What follows belongs to an exercise in optimizing a design on an open flow for small area, a short achievable clock period and few clock cycles per item; a production flow would make more cautious choices. The RTL was checked by simulation tests, not by an equivalence proof against the original design. No activity file was given, so power comes from the tool's default toggle rates.

==> flow/design.v (excerpt) <==
module flood_duplicate_filter_core #(
	parameter int SEEN_DEPTH = fdf_pkg::SEEN_DEPTH_DEF,
	parameter int SEQ_BITS   = fdf_pkg::SEQ_BITS_DEF
) (
	input  wire logic                              clk,
	input  wire logic                              arst_n,
	input  wire logic                              cfg_we,
	input  wire logic [fdf_pkg::CFG_IDX_W-1:0]     cfg_index,
	input  wire logic [fdf_pkg::CFG_DATA_W-1:0]    cfg_wdata,
	input  wire logic                              start,
	input  wire logic [53:0]                       item,
	output logic                                   busy,
	output logic                                   result_valid,
	output logic [55:0]                            result
);
clock: 4.5 ns
lec_check: 0
cap_margin: 20
core_margin: 2
core_utilization: 40
place_density: 0.6
slew_margin: 20
run.sh (not shown) runs the stock make flow with config.mk's settings and CLKGATE_MAP_FILE= SYNTH_SCRIPT=/design/flow/synth_recipe.tcl, a recipe that flattens the netlist after the stock synthesis.
The starting point finished clean.
Testbench counts at the start, summed over its fixed seeds: cycles 12,016, packets 12,000.
Edit:
- CORE_UTILIZATION: 40 -> 55
- PLACE_DENSITY: 0.6 -> 0.65
- SETUP_SLACK_MARGIN: unset -> 1.5
What happened:
- die area went down by a quarter to a third
- global-route usage went up by 7.2 points
- count of clock-buffer cells in the layout went down by 14
- power went up by a few percent
- worst hold slack improved by 0.14 ns
- fmax went up by a quarter to a third
- wire length went up slightly
- register-to-register slack improved by 0.69 ns
- area after synthesis stays the same
- first-iteration DRC count went up by about a fifth
- synthesized cell count is unchanged

---

flood_duplicate_filter_core, a different RTL version from the one above (not shown whole).
For scale: roughly 3,200 cells after synthesis, roughly 1,300 flip-flops, roughly 180 I/O pins.
Design flood_duplicate_filter_core, start of the top module:
module flood_duplicate_filter_core #(
	parameter int SEEN_DEPTH = fdf_pkg::SEEN_DEPTH_DEF,
	parameter int SEQ_BITS   = fdf_pkg::SEQ_BITS_DEF
) (
	input  wire logic                              clk,
	input  wire logic                              arst_n,
	input  wire logic                              cfg_we,
	input  wire logic [fdf_pkg::CFG_IDX_W-1:0]     cfg_index,
	input  wire logic [fdf_pkg::CFG_DATA_W-1:0]    cfg_wdata,
	input  wire logic                              start,
	input  wire logic [53:0]                       item,
	output logic                                   busy,
	output logic                                   result_valid,
	output logic [55:0]                            result
);
	fdf_pkg::fdf_in_t  item_s;
	fdf_pkg::fdf_out_t result_s;
	assign item_s = item;
	assign result = result_s;
	fdf_pkg::fdf_status_t status;
	fdf_pkg::fdf_cmd_t    cmd;
	fdf_ctrl u_ctrl (
		.status (status),
		.busy   (busy),
		.cmd    (cmd)
	);
	fdf_datapath #(
		.SEEN_DEPTH (SEEN_DEPTH),
		.SEQ_BITS   (SEQ_BITS)
	) u_datapath (
		.clk          (clk),
		.arst_n       (arst_n),
		.cfg_we       (cfg_we),
		.cfg_index    (cfg_index),
		.cfg_wdata    (cfg_wdata),
		.start        (start),
		.item         (item_s),
		.cmd          (cmd),
		.status       (status),
		.result_valid (result_valid),
		.result       (result_s)
	);
endmodule
clock: 4.5 ns
lec_check: 0
cap_margin: 20
core_margin: 2
core_utilization: 62
place_density: 0.7
setup_slack_margin: 2.5
slew_margin: 20
tns_end_percent: 25
Testbench counts at the start, summed over its fixed seeds: cycles 12,024, packets 12,000.
Rerun with:
CORE_UTILIZATION = 67   (was 62)
CTS_CLUSTER_DIAMETER = 60   (was not set)
CTS_CLUSTER_SIZE = 20   (was not set)
PLACE_DENSITY = 0.72   (was 0.7)
=> The new run passed the timing, design-rule and antenna checks. Setup slack improves by 0.066 ns. First-iteration DRC count goes up by 5.4%. Critical path depth increases by 6. Clock skew barely changes.
Rerun with:
SETUP_SLACK_MARGIN = 2.6   (was 2.5)
TNS_END_PERCENT = 40   (was 25)
=>
- sequential share of layout area went down by 0.42 points
- critical path depth drops by 2
- clock power hardly moves
- worst hold slack improves by 0.0037 ns
- worst setup slack gets better by 0.026 ns
- cell area climbs slightly
- non-clock buffer count goes up by 19
- clock-buffer cell count does not change
Rerun with:
CORE_UTILIZATION = 62   (was 67)
CTS_CLUSTER_DIAMETER = 50   (was 60)
CTS_CLUSTER_SIZE = 24   (was 20)
PLACE_DENSITY = 0.7   (was 0.72)
SETUP_SLACK_MARGIN = 2.5   (was 2.6)
TNS_END_PERCENT = 25   (was 40)
After rerunning: The new run completed with no timing, DRC or antenna violations; final area went up by 2.4%; critical path depth is lower by 4; via count hardly moves.

-- re-timing with driven ports --
The flow's constraints put no driver on any port. The routed layouts listed below were extracted and timed again, unchanged, in two steps.
Step 1, drivers: a clkbuf_16 drives clk and a buf_2 each remaining input, both assumed.
Step 2 moves the port delays by t, midway between the first and last clock arrival at a register: inputs arrive t later, outputs are due t later. That takes back most of the time a late clock gives input paths.
Three values: no drivers, after step 1, after step 2; two values: the first two.
run | t (ns) | setup WS [ns] | worst setup path at the end | worst register clock-pin slew, ns | worst data-port slew with drivers (ns)
the first run of note 1 | 0.819 | 0.837 / 0.837 / 0.837 | register to register | 0.06 / 0.06 | 0.09
the second run of note 1 | 0.788 | 1.531 / 1.531 / 1.531 | register to register | 0.06 / 0.06 | 0.08
the first run of note 2 | 0.782 | 2.376 / 2.304 / 1.773 | input to register | 0.07 / 0.07 | 0.07
the second run of note 2 | 0.715 | 2.442 / 2.400 / 1.773 | input to register | 0.09 / 0.09 | 0.09
the third run of note 2 | 0.716 | 2.468 / 2.402 / 1.853 | input to register | 0.09 / 0.09 | 0.10
the fourth run of note 2 | 0.748 | 2.390 / 2.326 / 1.831 | input to register | 0.08 / 0.08 | 0.07
After both steps every run listed still meets setup and hold. For the second run of note 2, which loses most, drivers alone change the setup slack by -0.042 ns; drivers and shift together by -0.669 ns.
